Source: an optimization exercise on an open RTL-to-GDS flow (aim: small area, a short achievable clock period and few clock cycles per item). Production flows keep margins and buffers that such runs may drop.
Where RTL was checked, it was by simulation tests only, not by an equivalence proof against the original.
No activity file was given, so power comes from the tool's default toggle rates.

==> flow/design.v <==
`default_nettype none
`default_nettype wire
`default_nettype none
package t2_pkg;
    typedef logic [6-1:0]              zb_t;
    typedef logic [9-1:0]            pass_t;
    typedef logic [32-1:0]           field_t;
    typedef logic [6-1:0]          bit_cnt_t;
    typedef logic [$clog2(8)-1:0]      cb_coord_t;
    typedef logic [16-1:0]         pkt_index_t;
    typedef enum logic [2:0] {
        HDR_IDLE,
        HDR_SOP,
        HDR_INDEX,
        HDR_TAG,
        HDR_PASS,
        HDR_LAST_WAIT
    } hdr_state_t;
endpackage
`default_nettype wire
`timescale 1ns/1ps
`default_nettype none
module t2_header_top (
    input  logic                clk,
    input  logic                rst_n,
    input  logic                zb_valid_i,
    input  t2_pkg::zb_t         zb_data_i,
    output logic                zb_ready_o,
    input  logic                pass_valid_i,
    input  t2_pkg::pass_t       pass_data_i,
    output logic                pass_ready_o,
    output logic                hdr_valid_o,
    output logic                hdr_last_o,
    output t2_pkg::field_t      hdr_data_o,
    output t2_pkg::bit_cnt_t    hdr_bit_cnt_o,
    output logic                hdr_insert_zero_o,
    input  logic                hdr_ready_i
);
    localparam logic [2:0] F_SOP  = 3'd0;
    localparam logic [2:0] F_IDX  = 3'd1;
    localparam logic [2:0] F_CODE = 3'd2;
    localparam logic [2:0] F_ROOT = 3'd4;
    localparam logic [2:0] F_M4   = 3'd5;
    localparam logic [2:0] F_M2   = 3'd6;
    localparam logic [2:0] F_LEAF = 3'd7;
    function automatic logic lt6(input logic [5:0] a, input logic [5:0] b);
        logic r;
        r = 1'b0;
        for (int i = 0; i < 6; i++) r = (!a[i] && b[i]) || (!(a[i] ^ b[i]) && r);
        lt6 = r;
    endfunction
    logic        full_q;     
    logic        acc;
    logic [6:0]  acnt;       
    logic [6:0]  rcnt;       
    logic [6:0]  rcnt_f;     
    logic [5:0]  rf   [8][8];
    logic [5:0]  m4   [4];
    logic [5:0]  root;
    assign zb_ready_o = !full_q;
    assign acc        = zb_valid_i && !full_q;
    assign rcnt_f     = {~rcnt[6], rcnt[5:0]};
    logic [6:0] acnt_p1;
    logic       lim0, lim1;
    assign acnt_p1 = acnt + 7'd1;
    assign lim0    = (acnt == rcnt_f);
    assign lim1    = (acnt_p1 == rcnt_f);
    always_ff @(posedge clk or negedge rst_n) begin
        if (!rst_n) begin
            full_q <= 1'b0;
            acnt  <= '0;
        end else begin
            if (acc) acnt <= acnt_p1;
            full_q <= acc ? lim1 : lim0;
        end
    end
    logic [7:0] row_sel, col_sel;
    logic [1:0] q_w;
    logic       first_root, first_m4;
    assign row_sel    = 8'd1 << acnt[5:3];
    assign col_sel    = 8'd1 << acnt[2:0];
    assign q_w        = {acnt[5], acnt[2]};
    assign first_root = (acnt[5:0] == 6'd0);
    assign first_m4   = (acnt[4:3] == 2'b00 && acnt[1:0] == 2'b00);
    always_ff @(posedge clk) begin
        for (int y = 0; y < 8; y++) begin
            for (int x = 0; x < 8; x++) begin
                if (acc && row_sel[y] && col_sel[x]) rf[y][x] <= zb_data_i;
            end
        end
    end
    always_ff @(posedge clk) begin
        if (acc && (first_root || lt6(zb_data_i, root))) root <= zb_data_i;
        for (int q = 0; q < 4; q++) begin
            if (acc && q_w == q && (first_m4 || lt6(zb_data_i, m4[q]))) m4[q] <= zb_data_i;
        end
    end
    logic        pb_v;
    logic [4:0]  pb_cls;     
    logic [6:0]  pb_off;     
    logic        pb_take;
    logic        pb_v_n;
    logic        pr_q;       
    logic [8:0]  pd3, pd6, pd37;
    assign pass_ready_o = pr_q;
    assign pb_take      = pass_valid_i && pr_q;
    assign pd3  = pass_data_i - 9'd3;
    assign pd6  = pass_data_i - 9'd6;
    assign pd37 = pass_data_i - 9'd37;
    always_ff @(posedge clk) begin
        if (pb_take) begin
            if (pass_data_i == 9'd1) begin
                pb_cls <= 5'b00001; pb_off <= 7'd0;
            end else if (pass_data_i == 9'd2) begin
                pb_cls <= 5'b00010; pb_off <= 7'd0;
            end else if (pass_data_i <= 9'd5) begin
                pb_cls <= 5'b00100; pb_off <= {5'd0, pd3[1:0]};
            end else if (pass_data_i <= 9'd36) begin
                pb_cls <= 5'b01000; pb_off <= {2'd0, pd6[4:0]};
            end else begin
                pb_cls <= 5'b10000; pb_off <= pd37[6:0];
            end
        end
    end
    logic [15:0] code_d;
    logic [5:0]  code_b;
    assign code_d = ({16{pb_cls[4]}} & 16'hff80) | ({16{pb_cls[3]}} & 16'h01e0) |
                    ({16{pb_cls[2]}} & 16'h000c) | ({16{pb_cls[1]}} & 16'h0002) |
                    {9'd0, pb_off};
    assign code_b = ({6{pb_cls[0]}} & 6'd1) | ({6{pb_cls[1]}} & 6'd2) |
                    ({6{pb_cls[2]}} & 6'd4) | ({6{pb_cls[3]}} & 6'd9) |
                    ({6{pb_cls[4]}} & 6'd16);
    logic [4:0]  vc;
    logic [5:0]  grp_q [4];
    logic [5:0]  leaf_b;
    logic [5:0]  m2_nx, m4_nx, leaf_nx;
    logic [5:0]  blk;
    assign blk = rcnt[5:0];
    always_ff @(posedge clk) begin
        grp_q[0] <= rf[{vc[4:3], 1'b0}][{vc[1:0], 1'b0}];
        grp_q[1] <= rf[{vc[4:3], 1'b0}][{vc[1:0], 1'b1}];
        grp_q[2] <= rf[{vc[4:3], 1'b1}][{vc[1:0], 1'b0}];
        grp_q[3] <= rf[{vc[4:3], 1'b1}][{vc[1:0], 1'b1}];
    end
    logic ab, ac, ad, bc, bd, cd;
    logic sa, sb, sc;
    logic [5:0] min4;
    assign ab = !lt6(grp_q[1], grp_q[0]);
    assign ac = !lt6(grp_q[2], grp_q[0]);
    assign ad = !lt6(grp_q[3], grp_q[0]);
    assign bc = !lt6(grp_q[2], grp_q[1]);
    assign bd = !lt6(grp_q[3], grp_q[1]);
    assign cd = !lt6(grp_q[3], grp_q[2]);
    assign sa = ab && ac && ad;
    assign sb = !ab && bc && bd;
    assign sc = !ac && !bc && cd;
    always_comb begin
        if (sa)      min4 = grp_q[0];
        else if (sb) min4 = grp_q[1];
        else if (sc) min4 = grp_q[2];
        else         min4 = grp_q[3];
    end
    always_ff @(posedge clk) begin
        m2_nx   <= min4;
        m4_nx   <= m4[{blk[5], blk[2]}];
        leaf_nx <= blk[0] ? leaf_b : grp_q[{blk[3], 1'b0}];
    end
    logic [2:0]  ft;          
    logic [15:0] pkt_idx;
    logic        sop_a, sop_b, sop_c;
    logic [15:0] dat_q;
    logic        ld_en, avail, ld;
    logic        begun_q;
    logic [2:0]  ft_nb;       
    always_comb begin
        case (ft)
            F_SOP:   avail = begun_q;    
            F_ROOT:  avail = full_q;     
            F_CODE:  avail = pb_v;
            default: avail = 1'b1;
        endcase
    end
    assign ld_en = !hdr_valid_o || hdr_ready_i;
    assign ld    = ld_en && avail;
    always_comb begin
        pb_v_n = pb_v;
        if (pb_take) pb_v_n = 1'b1;
        else if (ld && ft == F_CODE) pb_v_n = 1'b0;
    end
    logic [5:0] tag;
    always_comb begin
        case (ft[1:0])
            2'd0:    tag = root;
            2'd1:    tag = m4_nx;
            2'd2:    tag = m2_nx;
            default: tag = leaf_nx;
        endcase
    end
    logic [6:0] rcnt_p1;
    logic [5:0] nb;
    logic [2:0] ft_blk;
    assign rcnt_p1 = rcnt + 7'd1;
    assign nb      = rcnt_p1[5:0];
    always_comb begin
        if (nb == 6'd0)                                 ft_blk = F_SOP;
        else if (nb[4:3] == 2'b00 && nb[1:0] == 2'b00) ft_blk = F_M4;
        else if (!nb[3] && !nb[0])                      ft_blk = F_M2;
        else                                            ft_blk = F_LEAF;
    end
    always_ff @(posedge clk or negedge rst_n) begin
        if (!rst_n) begin
            hdr_valid_o <= 1'b0;
            ft          <= F_SOP;
            rcnt        <= '0;
            vc          <= '0;
            pkt_idx     <= '0;
            pb_v        <= 1'b0;
            pr_q        <= 1'b0;
            begun_q     <= 1'b0;
            ft_nb       <= F_SOP;
        end else begin
            begun_q <= (acnt != rcnt) || acc;
            if (ld_en) hdr_valid_o <= avail;
            pb_v <= pb_v_n;
            pr_q <= !pb_v_n;
            if (ld) begin
                case (ft)
                    F_SOP:  ft <= F_IDX;
                    F_IDX: begin
                        ft      <= F_ROOT;
                        pkt_idx <= pkt_idx + 16'd1;
                    end
                    F_ROOT: ft <= F_M4;
                    F_M4:   ft <= F_M2;
                    F_M2:   ft <= F_LEAF;
                    F_LEAF: begin
                        ft    <= F_CODE;
                        rcnt  <= rcnt_p1;
                        ft_nb <= ft_blk;
                        if (!blk[0]) vc <= vc + 5'd1;
                    end
                    default: ft <= ft_nb;
                endcase
            end
        end
    end
    always_ff @(posedge clk) begin
        if (ld && ft == F_LEAF && !blk[0]) leaf_b <= grp_q[{blk[3], 1'b1}];
        if (ld)    sop_a <= (ft == F_SOP);
        if (ld_en) sop_b <= avail && (ft == F_SOP);
        sop_c <= ld ? (ft == F_SOP) : (sop_c && hdr_valid_o);
        if (ld) begin
            case (ft)
                F_SOP: begin
                    dat_q             <= 16'h0004;
                    hdr_bit_cnt_o     <= 6'd32;
                    hdr_insert_zero_o <= 1'b0;
                    hdr_last_o        <= 1'b0;
                end
                F_IDX: begin
                    dat_q             <= pkt_idx;
                    hdr_bit_cnt_o     <= 6'd16;
                    hdr_insert_zero_o <= 1'b0;
                    hdr_last_o        <= 1'b0;
                end
                F_CODE: begin
                    dat_q             <= code_d;
                    hdr_bit_cnt_o     <= code_b;
                    hdr_insert_zero_o <= 1'b0;
                    hdr_last_o        <= (ft_nb == F_SOP);
                end
                default: begin
                    dat_q             <= {10'd0, tag};
                    hdr_bit_cnt_o     <= tag + 6'd1;
                    hdr_insert_zero_o <= 1'b1;
                    hdr_last_o        <= 1'b0;
                end
            endcase
        end
    end
    assign hdr_data_o = {{4{sop_a}}, {4{sop_b}}, sop_c, 2'b00, sop_c, 3'b000, sop_c, dat_q};
endmodule
`default_nettype wire
Settings: LEC_CHECK=0, CAP_MARGIN=20, CORE_MARGIN=2, CORE_UTILIZATION=55, CTS_CLUSTER_DIAMETER=80, CTS_CLUSTER_SIZE=25, SETUP_SLACK_MARGIN=3.2, SLEW_MARGIN=20; clock period 5.5 ns.
run.sh (not shown) runs the stock make flow with config.mk's settings and CLKGATE_MAP_FILE= SYNTH_SCRIPT=/design/flow/synth_recipe.tcl, a recipe that flattens the netlist after the stock synthesis.
Then changed:
--- a/flow/design.v
+++ b/flow/design.v
@@ -71,31 +71,41 @@
             acnt  <= '0;
         end else begin
             if (acc) acnt <= acnt_p1;
             full_q <= acc ? lim1 : lim0;
         end
     end
-    logic [7:0] row_sel, col_sel;
-    logic [1:0] q_w;
+    logic [7:0] row_oh, col_oh;
+    logic [3:0] q_sel;
     logic       first_root, first_m4;
-    assign row_sel    = 8'd1 << acnt[5:3];
-    assign col_sel    = 8'd1 << acnt[2:0];
-    assign q_w        = {acnt[5], acnt[2]};
-    assign first_root = (acnt[5:0] == 6'd0);
-    assign first_m4   = (acnt[4:3] == 2'b00 && acnt[1:0] == 2'b00);
+    always_ff @(posedge clk or negedge rst_n) begin
+        if (!rst_n) begin
+            row_oh <= 8'd1;
+            col_oh <= 8'd1;
+        end else if (acc) begin
+            col_oh <= {col_oh[6:0], col_oh[7]};
+            if (col_oh[7]) row_oh <= {row_oh[6:0], row_oh[7]};
+        end
+    end
+    for (genvar q = 0; q < 4; q++) begin : g_qsel
+        assign q_sel[q] = (q[1] ? |row_oh[7:4] : |row_oh[3:0]) &&
+                          (q[0] ? |col_oh[7:4] : |col_oh[3:0]);
+    end
+    assign first_root = row_oh[0] && col_oh[0];
+    assign first_m4   = (row_oh[0] || row_oh[4]) && (col_oh[0] || col_oh[4]);
     always_ff @(posedge clk) begin
         for (int y = 0; y < 8; y++) begin
             for (int x = 0; x < 8; x++) begin
-                if (acc && row_sel[y] && col_sel[x]) rf[y][x] <= zb_data_i;
+                if (acc && row_oh[y] && col_oh[x]) rf[y][x] <= zb_data_i;
             end
         end
     end
     always_ff @(posedge clk) begin
         if (acc && (first_root || lt6(zb_data_i, root))) root <= zb_data_i;
         for (int q = 0; q < 4; q++) begin
-            if (acc && q_w == q && (first_m4 || lt6(zb_data_i, m4[q]))) m4[q] <= zb_data_i;
+            if (acc && q_sel[q] && (first_m4 || lt6(zb_data_i, m4[q]))) m4[q] <= zb_data_i;
         end
     end
     logic        pb_v;
     logic [4:0]  pb_cls;     
     logic [6:0]  pb_off;     
     logic        pb_take;
@@ -127,23 +137,30 @@
     assign code_d = ({16{pb_cls[4]}} & 16'hff80) | ({16{pb_cls[3]}} & 16'h01e0) |
                     ({16{pb_cls[2]}} & 16'h000c) | ({16{pb_cls[1]}} & 16'h0002) |
                     {9'd0, pb_off};
     assign code_b = ({6{pb_cls[0]}} & 6'd1) | ({6{pb_cls[1]}} & 6'd2) |
                     ({6{pb_cls[2]}} & 6'd4) | ({6{pb_cls[3]}} & 6'd9) |
                     ({6{pb_cls[4]}} & 6'd16);
-    logic [4:0]  vc;
+    logic [15:0] g_oh;        
+    logic        yb;          
+    logic        g_last;      
     logic [5:0]  grp_q [4];
     logic [5:0]  leaf_b;
     logic [5:0]  m2_nx, m4_nx, leaf_nx;
     logic [5:0]  blk;
     assign blk = rcnt[5:0];
-    always_ff @(posedge clk) begin
-        grp_q[0] <= rf[{vc[4:3], 1'b0}][{vc[1:0], 1'b0}];
-        grp_q[1] <= rf[{vc[4:3], 1'b0}][{vc[1:0], 1'b1}];
-        grp_q[2] <= rf[{vc[4:3], 1'b1}][{vc[1:0], 1'b0}];
-        grp_q[3] <= rf[{vc[4:3], 1'b1}][{vc[1:0], 1'b1}];
+    assign g_last = g_oh[3] || g_oh[7] || g_oh[11] || g_oh[15];
+    always_ff @(posedge clk) begin
+        for (int w = 0; w < 4; w++) begin
+            logic [5:0] v;
+            v = '0;
+            for (int g = 0; g < 16; g++) begin
+                v = v | ({6{g_oh[g]}} & rf[2 * (g / 4) + w / 2][2 * (g % 4) + w % 2]);
+            end
+            grp_q[w] <= v;
+        end
     end
     logic ab, ac, ad, bc, bd, cd;
     logic sa, sb, sc;
     logic [5:0] min4;
     assign ab = !lt6(grp_q[1], grp_q[0]);
     assign ac = !lt6(grp_q[2], grp_q[0]);
@@ -209,13 +226,14 @@
     end
     always_ff @(posedge clk or negedge rst_n) begin
         if (!rst_n) begin
             hdr_valid_o <= 1'b0;
             ft          <= F_SOP;
             rcnt        <= '0;
-            vc          <= '0;
+            g_oh        <= 16'd1;
+            yb          <= 1'b0;
             pkt_idx     <= '0;
             pb_v        <= 1'b0;
             pr_q        <= 1'b0;
             begun_q     <= 1'b0;
             ft_nb       <= F_SOP;
         end else begin
@@ -234,13 +252,17 @@
                     F_M4:   ft <= F_M2;
                     F_M2:   ft <= F_LEAF;
                     F_LEAF: begin
                         ft    <= F_CODE;
                         rcnt  <= rcnt_p1;
                         ft_nb <= ft_blk;
-                        if (!blk[0]) vc <= vc + 5'd1;
+                        if (!blk[0]) begin
+                            if (g_last && !yb) g_oh <= {g_oh[2:0], g_oh[15:3]};
+                            else               g_oh <= {g_oh[14:0], g_oh[15]};
+                            if (g_last) yb <= !yb;
+                        end
                     end
                     default: ft <= ft_nb;
                 endcase
             end
         end
     end
Effect: The changed run finished with timing, DRC and antenna clean; sequential power went down by 5.4%; cell area went down by about 3%; worst hold slack is better by 38 ps; setup slack is better by 57 ps; clock power went up by about 5%; routed wire length went down by 8.7%; utilization went down by 3.5 points; first-iteration DRC count went down by about 25%; power went down by about 27%; die area went up by 2.4%; via count went down by 3.7%; synthesized area went up by about 2.5%; clock-buffer cell count went down by 3.
Testbench counts after the change, summed over its fixed seeds: cycles 10,168, packets 64.
No functional check of the RTL was part of the first run of this note.

* * *

== old ==
t2_header_top, a different RTL version from the one above (not shown whole).
Size in the first run: about 1600 cells after synthesis, roughly 63 I/O pins, ~24000 µm² of cells after synthesis.
clock: 5.5 ns
lec_check: 0
cap_margin: 20
core_margin: 2
core_utilization: 55
cts_cluster_diameter: 80
cts_cluster_size: 25
setup_slack_margin: 3.3
slew_margin: 20
old was carried through to the last stage, and its layout satisfied the timing, design-rule and antenna checks.
Testbench counts of old, summed over its fixed seeds: cycles 10,184, packets 64.
> inputs changed (old -> new)
--- a/flow/design.v
+++ b/flow/design.v
@@ -36,25 +36,32 @@
     output logic                hdr_insert_zero_o,
     input  logic                hdr_ready_i
 );
     localparam logic [2:0] F_SOP  = 3'd0;
     localparam logic [2:0] F_IDX  = 3'd1;
     localparam logic [2:0] F_CODE = 3'd2;
     localparam logic [2:0] F_ROOT = 3'd4;
     localparam logic [2:0] F_M4   = 3'd5;
     localparam logic [2:0] F_M2   = 3'd6;
     localparam logic [2:0] F_LEAF = 3'd7;
     function automatic logic lt6(input logic [5:0] a, input logic [5:0] b);
-        logic r;
-        r = 1'b0;
-        for (int i = 0; i < 6; i++) r = (!a[i] && b[i]) || (!(a[i] ^ b[i]) && r);
+        logic [5:0] g, e;
+        logic       r, eq;
+        g  = ~a & b;
+        e  = ~(a ^ b);
+        r  = 1'b0;
+        eq = 1'b1;
+        for (int i = 5; i >= 0; i--) begin
+            r  = r | (eq & g[i]);
+            eq = eq & e[i];
+        end
         lt6 = r;
     endfunction
     logic        full_q;     
     logic        zr_q;       
     logic        acc;
     logic        in_v;       
     logic [5:0]  in_d;
     logic [6:0]  acnt;       
     logic [6:0]  rcnt;       
     logic [6:0]  rcnt_f;     
     logic [5:0]  rf   [8][8];
@@ -188,23 +195,23 @@
         else         min4 = grp_q[3];
     end
     always_ff @(posedge clk) begin
         m2_nx   <= min4;
         m4_nx   <= m4[{blk[5], blk[2]}];
         leaf_nx <= blk[0] ? leaf_b : grp_q[{blk[3], 1'b0}];
     end
     logic [2:0]  ft;          
     logic [15:0] pkt_idx;
     logic        pkt_inc;     
     logic        adv;         
-    logic        sop_a, sop_b, sop_c, sop_d;
+    logic        sop_a, sop_b, sop_c, sop_d, sop_e, sop_f;
     logic [15:0] dat_q;
     logic        ld_en, avail, ld;
     logic        begun_q;
     logic [2:0]  ft_nb;       
     always_comb begin
         case (ft)
             F_SOP:   avail = begun_q;    
             F_ROOT:  avail = full_q && !in_v;     
             F_CODE:  avail = pb_v;
             default: avail = 1'b1;
         endcase
@@ -278,22 +285,24 @@
                     default: ft <= ft_nb;
                 endcase
             end
         end
     end
     always_ff @(posedge clk) begin
         if (!blk[0]) leaf_b <= grp_q[{blk[3], 1'b1}];
         if (ld)    sop_a <= (ft == F_SOP);
         if (ld_en) sop_b <= avail && (ft == F_SOP);
         sop_c <= ld ? (ft == F_SOP) : (sop_c && hdr_valid_o);
         sop_d <= ld ? (ft == F_SOP) : (sop_d && !(hdr_valid_o && hdr_ready_i));
+        sop_e <= ld ? (ft == F_SOP) : (sop_e || ld_en);
+        sop_f <= ld ? (ft == F_SOP) : (sop_f || !hdr_valid_o);
         if (ld) begin
             case (ft)
                 F_SOP: begin
                     dat_q             <= 16'h0004;
                     hdr_bit_cnt_o     <= 6'd32;
                     hdr_insert_zero_o <= 1'b0;
                     hdr_last_o        <= 1'b0;
                 end
                 F_IDX: begin
                     dat_q             <= pkt_idx;
                     hdr_bit_cnt_o     <= 6'd16;
@@ -307,14 +316,15 @@
                     hdr_last_o        <= (ft_nb == F_SOP);
                 end
                 default: begin
                     dat_q             <= {10'd0, tag};
                     hdr_bit_cnt_o     <= tag + 6'd1;
                     hdr_insert_zero_o <= 1'b1;
                     hdr_last_o        <= 1'b0;
                 end
             endcase
         end
     end
-    assign hdr_data_o = {{3{sop_a}}, {3{sop_b}}, {3{sop_c}}, 2'b00, sop_d, 3'b000, sop_d, dat_q};
+    assign hdr_data_o = {{2{sop_a}}, {2{sop_b}}, {2{sop_c}}, {2{sop_d}}, sop_e, 2'b00, sop_e,
+                         3'b000, sop_f, dat_q};
 endmodule
 `default_nettype wire
Results
- new against old: number of nets in the layout has remained practically unchanged, count of mapped cells out of synthesis essentially unchanged.
- Between old and new, internal power consumption is lower for old, new comes in above that.
- Maximum number of pins on one net before global-route repair went up by more than 10% going from old to new.
- Non-clock buffer count for new is higher than for old.
- Worst-case setup slack after placement, old and new, lower one = old.
- Going from old to new, the wire length of the first global-routing pass was found to have gone down by about 0.7%.
No functional check of the RTL was part of new.

afterwards: timing with drivers on the ports:
The results above use ideal ports. As a check the final layouts listed here were re-extracted and re-timed, cells and wires unchanged. Step 1: set_driving_cell puts a clkbuf_16 on clk and a buf_2 on each other input, an assumption about the parent block. Step 2 adds t to the input delays and takes it off the output delays; t is the mean of the earliest and latest rising clock arrival at the registers after step 1. Input paths then give back, and output paths get back, about the clock's delay inside the block. Three values: no drivers, after step 1, after step 2; two values: the first two.
run	t (ns)	setup WS [ns]	clock arrival spread, ns	worst data-port slew with drivers (ns)
the first run of note 1	0.656	3.111 / 3.111 / 2.530	0.018 / 0.018	0.08
the second run of note 1	0.654	3.169 / 3.159 / 2.576	0.030 / 0.030	0.06
old	0.656	3.132 / 3.074 / 2.678	0.032 / 0.032	0.04
new	0.657	3.204 / 3.147 / 2.794	0.024 / 0.025	0.08
After both steps every run listed still meets setup and hold. The setup slack of the second run of note 1, which loses most, moves by -0.010 ns with the drivers and by -0.593 ns with both steps.
